What follows belongs to an exercise in optimizing a design on an open flow for small area; a production flow would make more cautious choices.
Function was checked by simulation only, so behaviour that the tests miss may differ from the original.
Power is estimated from default activity; no workload was simulated.

v2:
// pwm_core
module pwm_core
(
  input  logic                PCLK,
  input  logic                PRESETN,
  input  logic                PSEL,
  input  logic                PENABLE,
  input  logic                PWRITE,
  input  logic [ADDR_W-1:0]   PADDR,
  input  logic [DATA_W-1:0]   PWDATA,
  output logic [DATA_W-1:0]   PRDATA,
  output logic                PREADY,
  output logic                PSLVERR,
  input  logic [TACH_NUM-1:0] TACHIN,
  output logic                TACHINT,
  output logic [PWM_NUM-1:0]  PWM
);
Settings: LEC_CHECK=0, ABC_AREA=1, CAP_MARGIN=0, CORE_MARGIN=2, CORE_UTILIZATION=65, SLEW_MARGIN=0; clock period 10.0 ns.
standard.sh (not shown) runs the stock make flow with config.mk's settings and CLKGATE_MAP_FILE= SYNTH_SCRIPT=/design/flow/synth_recipe.tcl, a recipe that flattens the netlist after the stock synthesis.
==> flow/flow/run.sh <==
#!/bin/bash
set -euo pipefail
here=$(pwd)
rm -rf "$here/scripts_mod"
cp -r "$FLOW_HOME/scripts" "$here/scripts_mod"
cp "$here/flow/abc_area.script" "$here/scripts_mod/abc_area.script"
cts="-sink_clustering_enable -repair_clock_nets -buf_list sky130_fd_sc_hd__clkbuf_16"
cts="$cts -sink_clustering_size 30 -sink_clustering_max_diameter 100 -dont_use_dummy_load"
bash standard.sh SCRIPTS_DIR="$here/scripts_mod" \
  BUFFER_PORTS_ARGS="-buffer_cell sky130_fd_sc_hd__buf_1" \
  CTS_ARGS="$cts" \
  finish > "$here/make_flow.log" 2>&1
==> flow/flow/abc_area.script <==
strash
balance
rewrite
refactor
balance
rewrite
rewrite -z
balance
refactor -z
rewrite -z
balance
&get -n
&dch -f
&nf -R 1000 -p
&put
topo
Inputs modified between v2 and v21:
==> flow/flow/run.sh <==
#!/bin/bash
set -euo pipefail
here=$(pwd)
rm -rf "$here/scripts_mod"
cp -r "$FLOW_HOME/scripts" "$here/scripts_mod"
cp "$here/flow/abc_area.script" "$here/scripts_mod/abc_area.script"
cts="-sink_clustering_enable -repair_clock_nets -buf_list \"sky130_fd_sc_hd__clkbuf_4 sky130_fd_sc_hd__clkbuf_8\""
cts="$cts -sink_clustering_size 12 -sink_clustering_max_diameter 70 -dont_use_dummy_load"
bash standard.sh SCRIPTS_DIR="$here/scripts_mod" \
  BUFFER_PORTS_ARGS="-buffer_cell sky130_fd_sc_hd__buf_1" \
  CTS_ARGS="$cts" \
  finish > "$here/make_flow.log" 2>&1
## What came out
Average instance area after synthesis: v2 vs v21 identical
Changes observed in v21 relative to v2: routability congestion estimate was more or less identical; synthesized cell count was more or less identical; cell count after placement was more or less identical; total of buffers placed on input and output ports was more or less identical; sum of net half-perimeters after detailed placement was more or less identical.
For v21, the flow was terminated by a tool error in 4_1_cts and produced no final design.
Modified inputs, v48 compared to v21
Settings: swapping 65 for 75 in CORE_UTILIZATION.
==> flow/flow/run.sh <==
#!/bin/bash
set -euo pipefail
here=$(pwd)
rm -rf "$here/scripts_mod"
cp -r "$FLOW_HOME/scripts" "$here/scripts_mod"
cp "$here/flow/abc_area.script" "$here/scripts_mod/abc_area.script"
cts="-sink_clustering_enable -repair_clock_nets -buf_list sky130_fd_sc_hd__clkbuf_8"
cts="$cts -sink_clustering_size 16 -sink_clustering_max_diameter 80 -dont_use_dummy_load"
bash standard.sh SCRIPTS_DIR="$here/scripts_mod" \
  BUFFER_PORTS_ARGS="-buffer_cell sky130_fd_sc_hd__buf_1" \
  CTS_ARGS="$cts" \
  finish > "$here/make_flow.log" 2>&1
Findings:
- v48 gives less number of instances in the placed design than v21 did.
- v48 completed end to end with timing, DRC and antenna clean.
- Re total number of placement rows: v21 and v48 aren't equal, and the lower value belongs to v48.
- v48 against v21; die outline width is down by a few percent.


The RTL this note starts from:
==> flow/design.v <==
`default_nettype none
package pwm_pkg;
  localparam int DATA_W = 16;
  localparam int ADDR_W = 8;
  localparam int PWM_NUM  = 4;
  localparam int TACH_NUM = 2;
  localparam int TACH_PRE_W = 4;
  localparam int TACH_DIV_W = 11;
  localparam logic [ADDR_W-3:0] REG_PRESCALE     = 6'h00;
  localparam logic [ADDR_W-3:0] REG_PERIOD       = 6'h01;
  localparam logic [ADDR_W-3:0] REG_ENABLE       = 6'h02;
  localparam logic [ADDR_W-3:0] REG_POSEDGE_BASE = 6'h04;
  localparam logic [ADDR_W-3:0] REG_NEGEDGE_BASE = 6'h05;
  localparam logic [ADDR_W-3:0] REG_TACHPRESCALE = 6'h25;
  localparam logic [ADDR_W-3:0] REG_TACHSTATUS   = 6'h26;
  localparam logic [ADDR_W-3:0] REG_TACHIRQMASK  = 6'h27;
  localparam logic [ADDR_W-3:0] REG_TACHMODE     = 6'h28;
  localparam logic [ADDR_W-3:0] REG_TACHDUR_BASE = 6'h29;
endpackage
`default_nettype wire
`timescale 1ns/1ps
`default_nettype none
import pwm_pkg::*;
module pwm_core
(
  input  logic                PCLK,
  input  logic                PRESETN,
  input  logic                PSEL,
  input  logic                PENABLE,
  input  logic                PWRITE,
  input  logic [ADDR_W-1:0]   PADDR,
  input  logic [DATA_W-1:0]   PWDATA,
  output logic [DATA_W-1:0]   PRDATA,
  output logic                PREADY,
  output logic                PSLVERR,
  input  logic [TACH_NUM-1:0] TACHIN,
  output logic                TACHINT,
  output logic [PWM_NUM-1:0]  PWM
);
  function automatic logic cmp_chain(input logic [15:0] a,
                                     input logic [15:0] b,
                                     input logic        cin);
    logic c;
    c = cin;
    for (int i = 0; i < 16; i++)
      c = (a[i] & ~b[i]) | ((a[i] | ~b[i]) & c);
    cmp_chain = c;
  endfunction
  assign PREADY  = 1'b1;
  assign PSLVERR = 1'b0;
  logic [5:0]  word_idx;
  logic        wr_en;
  logic [15:0] wdata;    
  logic        rst;
  assign word_idx = PADDR[7:2];
  assign wr_en    = PSEL & PENABLE & PWRITE;
  assign rst      = ~PRESETN;
  assign wdata    = PWDATA & {16{PRESETN}};
  logic [15:0]      prescale;
  logic [15:0]      period;
  logic [3:0]       pwm_enable;
  logic [3:0][15:0] pwm_posedge;
  logic [3:0][15:0] pwm_negedge;
  logic [3:0]       edge_gt;        
  logic [3:0]       tach_prescale;
  logic [1:0]       tach_irq_mask;
  logic [1:0]       tach_mode;
  logic [1:0]       tach_status;
  logic [1:0][15:0] tach_dur;
  logic [1:0]       status_clear;
  function automatic logic wr_to(input logic [5:0] idx, input logic [5:0] w);
    wr_to = (idx == w);
  endfunction
  always_ff @(posedge PCLK)
  begin
    if (rst | (wr_en & wr_to(word_idx, REG_PRESCALE)))     prescale      <= wdata;
    if (rst | (wr_en & wr_to(word_idx, REG_PERIOD)))       period        <= wdata;
    if (rst | (wr_en & wr_to(word_idx, REG_ENABLE)))       pwm_enable    <= wdata[3:0];
    if (rst | (wr_en & wr_to(word_idx, REG_TACHPRESCALE))) tach_prescale <= wdata[3:0];
    if (rst | (wr_en & wr_to(word_idx, REG_TACHIRQMASK)))  tach_irq_mask <= wdata[1:0];
    if (rst | (wr_en & wr_to(word_idx, REG_TACHMODE)))     tach_mode     <= wdata[1:0];
  end
  logic [5:0]  rd_idx;
  logic [15:0] rd_data;
  assign rd_idx = {word_idx[5:1], word_idx[0] ^ PWRITE};
  function automatic logic [15:0] sel16(input logic [5:0] idx, input logic [5:0] w,
                                        input logic [15:0] v);
    sel16 = (idx == w) ? v : 16'h0000;
  endfunction
  assign rd_data = sel16(rd_idx, 6'h00, prescale)
                 | sel16(rd_idx, 6'h01, period)
                 | sel16(rd_idx, 6'h02, {12'h000, pwm_enable})
                 | sel16(rd_idx, 6'h04, pwm_posedge[0])
                 | sel16(rd_idx, 6'h05, pwm_negedge[0])
                 | sel16(rd_idx, 6'h06, pwm_posedge[1])
                 | sel16(rd_idx, 6'h07, pwm_negedge[1])
                 | sel16(rd_idx, 6'h08, pwm_posedge[2])
                 | sel16(rd_idx, 6'h09, pwm_negedge[2])
                 | sel16(rd_idx, 6'h0a, pwm_posedge[3])
                 | sel16(rd_idx, 6'h0b, pwm_negedge[3])
                 | sel16(rd_idx, 6'h25, {12'h000, tach_prescale})
                 | sel16(rd_idx, 6'h26, {14'h0000, tach_status})
                 | sel16(rd_idx, 6'h27, {14'h0000, tach_irq_mask})
                 | sel16(rd_idx, 6'h28, {14'h0000, tach_mode})
                 | sel16(rd_idx, 6'h29, tach_dur[0])
                 | sel16(rd_idx, 6'h2a, tach_dur[1]);
  assign PRDATA = rd_data;
  logic gt_new;
  assign gt_new = cmp_chain(rd_data, PWDATA, ~word_idx[0]) ^ ~word_idx[0];
  for (genvar n = 0; n < 4; n++)
  begin : g_edge
    always_ff @(posedge PCLK)
    begin
      if (rst | (wr_en & wr_to(word_idx, 6'(4 + 2 * n)))) pwm_posedge[n] <= wdata;
      if (rst | (wr_en & wr_to(word_idx, 6'(5 + 2 * n)))) pwm_negedge[n] <= wdata;
      if (rst | (wr_en & (word_idx[5:1] == 5'(2 + n))))   edge_gt[n]     <= gt_new & PRESETN;
    end
  end
  assign status_clear = (wr_en & wr_to(word_idx, REG_TACHSTATUS)) ? PWDATA[1:0] : 2'b00;
  logic [15:0] pre_cnt;
  logic [15:0] period_cnt;
  logic        tick;
  logic        wrap;
  assign tick = cmp_chain(pre_cnt, prescale, 1'b1);
  assign wrap = tick & cmp_chain(period_cnt, period, 1'b1);
  always_ff @(posedge PCLK)
  begin
    if (rst | tick)
      pre_cnt <= '0;
    else
      pre_cnt <= pre_cnt + 1'b1;
    if (rst | wrap)
      period_cnt <= '0;
    else if (tick)
      period_cnt <= period_cnt + 1'b1;
  end
  logic [3:0] in_window;
  logic [3:0] after_pos;     
  logic [3:0] before_neg;    
  for (genvar n = 0; n < 4; n++)
  begin : g_win
    assign after_pos[n]  = cmp_chain(period_cnt, pwm_posedge[n], 1'b1);
    assign before_neg[n] = ~cmp_chain(period_cnt, pwm_negedge[n], 1'b1);
    assign in_window[n]  = edge_gt[n] ? (after_pos[n] | before_neg[n])
                                      : (after_pos[n] & before_neg[n]);
  end
  always_ff @(posedge PCLK)
    PWM <= pwm_enable & in_window & {4{PRESETN}};
  logic [10:0] div_cnt;
  logic [10:0] div_val;
  logic        tach_tick;
  always_comb
  begin
    for (int i = 0; i < 11; i++)
      div_val[i] = (tach_prescale > 4'(i));
  end
  assign tach_tick = (div_cnt == '0);
  always_ff @(posedge PCLK)
  begin
    if (rst | (|(div_cnt & ~div_val)) | (&(div_cnt | ~div_val)))
      div_cnt <= '0;
    else
      div_cnt <= div_cnt + 1'b1;
  end
  logic [1:0] update;
  logic [1:0] accept;
  assign accept = ~tach_mode | ~tach_status;
  for (genvar t = 0; t < 2; t++)
  begin : g_tach
    logic [1:0]  sync_q;
    logic        prev_q;
    logic        armed;
    logic        rise;
    logic [15:0] tick_cnt;
    assign rise      = sync_q[1] & ~prev_q;
    assign update[t] = rise & armed;
    always_ff @(posedge PCLK)
    begin
      sync_q <= {sync_q[0], TACHIN[t]} & {2{PRESETN}};
      prev_q <= sync_q[1] & PRESETN;
      armed  <= (armed | rise) & PRESETN;
      if (rise)
        tick_cnt <= '0;
      else if (tach_tick && (tick_cnt != '1))
        tick_cnt <= tick_cnt + 1'b1;
      if (rst | (update[t] & accept[t]))
        tach_dur[t] <= tick_cnt & {16{PRESETN}};
    end
  end
  always_ff @(posedge PCLK)
  begin
    tach_status <= (tach_status | (update & accept)) & ~status_clear & {2{PRESETN}};
    TACHINT     <= |(tach_status & tach_irq_mask) & PRESETN;
  end
endmodule
`default_nettype wire
clock: 10.0 ns
lec_check: 0
abc_area: 1
cap_margin: 0
core_margin: 2
core_utilization: 55
slew_margin: 0
==> flow/flow/run.sh <==
#!/bin/bash
set -euo pipefail
here=$(pwd)
rm -rf "$here/scripts_mod"
cp -r "$FLOW_HOME/scripts" "$here/scripts_mod"
cp "$here/flow/abc_area.script" "$here/scripts_mod/abc_area.script"
cts="-sink_clustering_enable -repair_clock_nets -buf_list sky130_fd_sc_hd__clkbuf_4"
cts="$cts -sink_clustering_size 9 -sink_clustering_max_diameter 40 -dont_use_dummy_load"
bash standard.sh SCRIPTS_DIR="$here/scripts_mod" \
  BUFFER_PORTS_ARGS="-buffer_cell sky130_fd_sc_hd__buf_1" \
  CTS_ARGS="$cts" \
  finish > "$here/make_flow.log" 2>&1
Scripts as last shown in full above: flow/flow/abc_area.script
The starting point finished with timing, DRC and antenna clean.
Change:
Settings changed: CAP_MARGIN 0 to 5, GPL_TIMING_DRIVEN from default to 0, SLEW_MARGIN 0 to 5.
What happened: Non-clock buffer count went down by 8; worst hold slack degrades by 0.011 ns; wire length climbs by 1.2%; flip-flop and latch count stays the same; area after synthesis does not change; worst setup slack is worse by 0.50 ns; clock power stays flat.
Change:
--- a/flow/flow/abc_area.script
+++ b/flow/flow/abc_area.script
@@ -16,0 +17,4 @@
+stime -c
+buffer -c
+upsize -c
+dnsize -c
Settings changed: CAP_MARGIN 5 to 0, GPL_TIMING_DRIVEN 0 to default, SLEW_MARGIN 5 to 0.
Final cell count climbs by about 0.65%.
Clock skew drops by 0.026 ns.
Design area drops by 0.94%.
Power drops by about 0.3%.
Flip-flop and latch count does not change.
Worst setup slack gains 1.1 ns.
Wire length climbs by 2.7%.
Sequential share of layout area climbs by 0.52 points.
Hold slack gains 0.0031 ns.
Via count drops by about 1.1%.


Setup of old:
RTL: the design.v shown in full above, as it stands there.
export LEC_CHECK = 0
export ABC_AREA = 1
export CAP_MARGIN = 20
export CORE_MARGIN = 2
export CORE_UTILIZATION = 55
export GPL_TIMING_DRIVEN = 0
export SLEW_MARGIN = 20
create_clock -name core_clock -period 10.0 [get_ports {PCLK}]
==> flow/flow/run.sh <==
#!/bin/bash
set -euo pipefail
here=$(pwd)
rm -rf "$here/scripts_mod"
cp -r "$FLOW_HOME/scripts" "$here/scripts_mod"
cp "$here/flow/abc_area.script" "$here/scripts_mod/abc_area.script"
cts="-sink_clustering_enable -repair_clock_nets -buf_list sky130_fd_sc_hd__clkbuf_16"
cts="$cts -sink_clustering_size 28 -sink_clustering_max_diameter 80 -dont_use_dummy_load"
bash standard.sh SCRIPTS_DIR="$here/scripts_mod" \
  BUFFER_PORTS_ARGS="-buffer_cell sky130_fd_sc_hd__buf_1" \
  CTS_ARGS="$cts" \
  finish > "$here/make_flow.log" 2>&1
==> flow/flow/abc_area.script <==
strash
balance
rewrite
refactor
balance
rewrite
rewrite -z
balance
refactor -z
rewrite -z
balance
&get -n
&dch -f
&nf -R 1000 -p
&put
topo
### old -> new
# old
export LEC_CHECK = 0
export ABC_AREA = 1
export CAP_MARGIN = 20
export CORE_MARGIN = 2
export CORE_UTILIZATION = 55
export GPL_TIMING_DRIVEN = 0
export SLEW_MARGIN = 20
create_clock -name core_clock -period 10.0 [get_ports {PCLK}]
# new
export LEC_CHECK = 0
export ABC_AREA = 1
export CAP_MARGIN = 20
export CORE_MARGIN = 2
export CORE_UTILIZATION = 55
export SLEW_MARGIN = 20
create_clock -name core_clock -period 10.0 [get_ports {PCLK}]
--- a/flow/flow/run.sh
+++ b/flow/flow/run.sh
@@ -7,2 +7,2 @@
-cts="-sink_clustering_enable -repair_clock_nets -buf_list sky130_fd_sc_hd__clkbuf_16"
-cts="$cts -sink_clustering_size 28 -sink_clustering_max_diameter 80 -dont_use_dummy_load"
+cts="-sink_clustering_enable -repair_clock_nets -buf_list sky130_fd_sc_hd__clkbuf_8"
+cts="$cts -sink_clustering_size 16 -sink_clustering_max_diameter 50 -dont_use_dummy_load"
### Flow results
Combined global-route utilization of all metal layers (higher): new
NOTE: clock period minus worst slack in new falls short of that of old
| area added between synthesis and finish | new vs old | 0.88 points lower |
Re max-slew violation count: no difference whatsoever between new and old.
| multi-input gate share of the layout cell area | higher: old |


pwm_core with an RTL version that a note above also has.
Size in the first run: about 1200 cells after synthesis, about 300 flip-flops, about 54 I/O pins, ~13000 um2 of cells after synthesis.
==> flow/config.mk <==
export PLATFORM = sky130hd
export DESIGN_NAME = pwm_core
export DESIGN_NICKNAME = pwm_core
export VERILOG_FILES = /design/flow/design.v
export SDC_FILE = /design/flow/constraint.sdc
export NUM_CORES = 4
export LEC_CHECK = 0
export ABC_AREA = 1
export CAP_MARGIN = 0
export CORE_MARGIN = 2
export CORE_UTILIZATION = 65
export SLEW_MARGIN = 0
==> flow/constraint.sdc <==
create_clock -name core_clock -period 10.0 [get_ports {PCLK}]
set_input_delay 2.0000 -clock core_clock [delete_from_list [all_inputs] [get_ports {PCLK}]]
set_output_delay 2.0000 -clock core_clock [all_outputs]
set_load 0.01 [all_outputs]
==> flow/flow/run.sh <==
#!/bin/bash
set -euo pipefail
here=$(pwd)
rm -rf "$here/scripts_mod"
cp -r "$FLOW_HOME/scripts" "$here/scripts_mod"
cp "$here/flow/abc_area.script" "$here/scripts_mod/abc_area.script"
cts="-sink_clustering_enable -repair_clock_nets -buf_list sky130_fd_sc_hd__clkbuf_8"
cts="$cts -sink_clustering_size 16 -sink_clustering_max_diameter 80 -dont_use_dummy_load"
bash standard.sh SCRIPTS_DIR="$here/scripts_mod" \
  BUFFER_PORTS_ARGS="-buffer_cell sky130_fd_sc_hd__buf_1" \
  CTS_ARGS="$cts" \
  finish > "$here/make_flow.log" 2>&1
Scripts as last shown in full above: flow/flow/abc_area.script
Next try:
--- a/flow/flow/run.sh
+++ b/flow/flow/run.sh
@@ -7,2 +7,2 @@
-cts="-sink_clustering_enable -repair_clock_nets -buf_list sky130_fd_sc_hd__clkbuf_8"
-cts="$cts -sink_clustering_size 16 -sink_clustering_max_diameter 80 -dont_use_dummy_load"
+cts="-sink_clustering_enable -repair_clock_nets -buf_list {sky130_fd_sc_hd__clkbuf_4 sky130_fd_sc_hd__clkbuf_8}"
+cts="$cts -sink_clustering_size 12 -sink_clustering_max_diameter 70 -dont_use_dummy_load"
Sequential share of layout area came out lower by 0.34 points. Worst setup slack gets worse by 0.027 ns. Maximum frequency came out lower by about 0.4%. Sequential power is about the same.

[separate check: timing with driven ports]
The flow's constraints put no driver on any port. The routed layouts listed below were extracted and timed again, unchanged, in two steps.
Step 1: set_driving_cell puts a clkbuf_16 on PCLK and a buf_2 on each other input, an assumption about the parent block.
Step 2 adds t to the input delays and takes it off the output delays; t is the mean of the earliest and latest rising clock arrival at the registers after step 1. Input paths then give back, and output paths get back, about the clock's delay inside the block.
a / b / c = ideal / step 1 / step 2; a / b = the first two.
run	shift t [ns]	setup slack, ns	slew at the worst register clock pin (ns)	cell pins on the clock port's net
v2	0.529	3.214 / 3.223 / 2.694	0.12 / 0.12	1
v48	0.580	2.799 / 2.800 / 2.221	0.10 / 0.10	1
the first run of note 2	0.709	0.756 / 0.777 / 0.068	0.10 / 0.10	1
the second run of note 2	0.700	0.252 / 0.269 / -0.431	0.11 / 0.11	1
the third run of note 2	0.704	1.356 / 1.359 / 0.655	0.10 / 0.10	1
old	0.537	0.223 / 0.253 / -0.284	0.11 / 0.11	1
new	0.571	0.586 / 0.607 / 0.036	0.09 / 0.09	1
the first run of note 4	0.591	3.315 / 3.322 / 2.731	0.11 / 0.11	1
the second run of note 4	0.597	3.287 / 3.291 / 2.694	0.09 / 0.09	1
With both steps, setup timing fails in the second run of note 2 and old, where it was met with ideal ports. For the third run of note 2, which loses most, drivers alone change the setup slack by +0.003 ns; drivers and shift together by -0.701 ns.
